From an optimization exercise on the open Yosys and OpenROAD flow, aimed at small area, a short achievable clock period and few clock cycles per item; shortcuts taken in it are not production practice.
Function was checked by simulation only, so behaviour that the tests miss may differ from the original.

run 5:
Design cubic_spline_temporal_upsampler_core, start of the top module:
module cubic_spline_temporal_upsampler_core #(
  parameter int unsigned MAX_SAMPLES = 64,
  parameter int unsigned FRAC_BITS   = 16
) (
  input  logic                       clk_i,
  input  logic                       rst_ni,
  input  logic                       in_valid_i,
  output logic                       in_ready_o,
  input  logic                       in_cmd_i,
  input  logic [csu_pkg::PIX_W-1:0]  in_sample_i,
  input  logic                       in_last_i,
  output logic                       out_valid_o,
  input  logic                       out_ready_i,
  output logic [csu_pkg::PIX_W-1:0]  out_pixel_o,
  output logic                       out_seg_end_o,
  output logic                       out_seq_end_o,
  output logic                       out_error_o,
  input  logic                       cfg_valid_i,
  output logic                       cfg_ready_o,
  input  logic [csu_pkg::Q_W-1:0]    cfg_q_i
);
  localparam int unsigned CW = csu_pkg::C_W;
  localparam int unsigned EW = csu_pkg::E_W;
  localparam int unsigned OD = csu_pkg::OQ_D;
  logic [7:0]          y_mem [64];
  logic [CW-1:0]       c_mem [62];      
  logic [5:0]  qreg_q;
  logic        cfg_d1_q;
  logic [5:0]  pq_q;
  logic [10:0] pq_q2;
  logic [16:0] pq_m;
  logic [18:0] pq_m3;
  logic [5:0]  qc;
  logic [10:0] qc2;
  logic [16:0] qm;
  logic [18:0] qm3;
  csu_ctrl u_q (.qreg_i(qreg_q), .q_o(qc), .q2_o(qc2), .m_o(qm), .m3_o(qm3));
  always_ff @(posedge clk_i or negedge rst_ni) begin
    if (!rst_ni) begin
      qreg_q   <= 6'd2;
      cfg_d1_q <= 1'b0;
    end else begin
      if (cfg_valid_i) qreg_q <= cfg_q_i;
      cfg_d1_q <= cfg_valid_i;
    end
  end
  always_ff @(posedge clk_i) begin
    pq_q  <= qc;
    pq_q2 <= qc2;
    pq_m  <= qm;
    pq_m3 <= qm3;
  end
  logic        req_full_q, req_cmd_q, req_last_q;
  logic [7:0]  req_smp_q;
  logic [6:0]  n_q;
  logic        solved_q;
  logic [5:0]  seg_q;
  logic [1:0]  fst_q;                  
  logic        fpx_q;                  
  logic [5:0]  fxk_q;                  
  logic signed [28:0] fm_q;            
  logic signed [11:0] fx_q;            
  logic [5:0]  fk_q;                   
  logic [7:0]  ya_q, yb_q;             
  logic signed [CW-1:0] negc_q, cprev_q;    
  logic        pend_q, bp_q;
  logic [5:0]  bk_q;
  logic signed [CW-1:0] cnext_q;
  logic [7:0]          rd_y_q;
  ...
Settings: LEC_CHECK=0, CAP_MARGIN=20, CORE_MARGIN=2, CORE_UTILIZATION=30, SETUP_SLACK_MARGIN=5, SLEW_MARGIN=20; clock period 12.0 ns.
run.sh (not shown) runs the stock make flow with config.mk's settings and CLKGATE_MAP_FILE= SYNTH_SCRIPT=/design/flow/synth_recipe.tcl, a recipe that flattens the netlist after the stock synthesis.
Testbench counts of run 5, summed over its fixed seeds: cycles 9,307, items 5,529.
Here is what was changed in the inputs of run 1 compared with run 5.
- clearing SETUP_SLACK_MARGIN, which used to be 5
==> flow/flow/run.sh (new file) <==
#!/bin/bash
# The standard layout, with ORFS's timing repair aiming 6.5 ns below the
# clock period instead of 5 ns. Everything else is the standard flow.
set -euo pipefail
export SETUP_SLACK_MARGIN=6.5
bash standard.sh > flow_standard.log 2>&1
==> flow/standard.sh (new file) <==
#!/bin/bash
# synth_recipe.tcl (not shown) runs the flow's synth.tcl, then flattens the netlist and writes it again
# the make line also repeats each setting of config.mk as NAME=value (left out here)
make -C /OpenROAD-flow-scripts/flow DESIGN_CONFIG=/design/flow/config.mk WORK_HOME=/design/flow/orfs CLKGATE_MAP_FILE= SYNTH_SCRIPT=/design/flow/synth_recipe.tcl "${@:-finish}"
removed: flow/run.sh
### Flow results
- As of run 1, post-layout instance count excluding filler cells had risen slightly compared to run 5.
- Run 1 vs run 5: half-perimeter wire length after placement down in run 1
- Number of antenna violations at the first check in global routing: lower on run 5
- | number of fill cells | higher: run 5 |
- Global-route usage over all layers: run 1 vs run 5, no meaningful difference
- Diff run 5 -> run 1: wire length on met1 now sits higher, time the worst path needs with I/O delays and setup went down by 1.24 ns.
- Instance area at placement: run 1 vs run 5 — no meaningful difference
- Run 1 vs. run 5: area growth from synthesis to layout went up by 1.6 points.

## what the ideal ports hide
The results above use ideal ports. As a check the final layouts listed here were re-extracted and re-timed, cells and wires unchanged.
Step 1 (the two cells are an assumption about what drives the block):
set clk [get_ports {clk_i}]
set_driving_cell -lib_cell sky130_fd_sc_hd__clkbuf_16 $clk
set_driving_cell -lib_cell sky130_fd_sc_hd__buf_2 [delete_from_list [all_inputs] $clk]
Step 2 adds t to the input delays and takes it off the output delays; t is the mean of the earliest and latest rising clock arrival at the registers after step 1. Input paths then give back, and output paths get back, about the clock's delay inside the block.
Three values: ideal ports, drivers, drivers and shift; two values: the first two.
run | t, ns | setup WS [ns] | worst setup path after step 2 | clock arrival spread, ns | worst register clock-pin slew, ns
run 5 | 1.103 | 5.226 / 5.100 / 5.377 | register to register | 0.142 / 0.142 | 0.09 / 0.09
run 1 | 1.078 | 6.466 / 6.466 / 5.756 | input to register | 0.166 / 0.166 | 0.09 / 0.09
After both steps setup and hold are still met in every run listed. The setup slack of run 1, which loses most, moves by 0.000 ns with the drivers and by -0.710 ns with both steps.
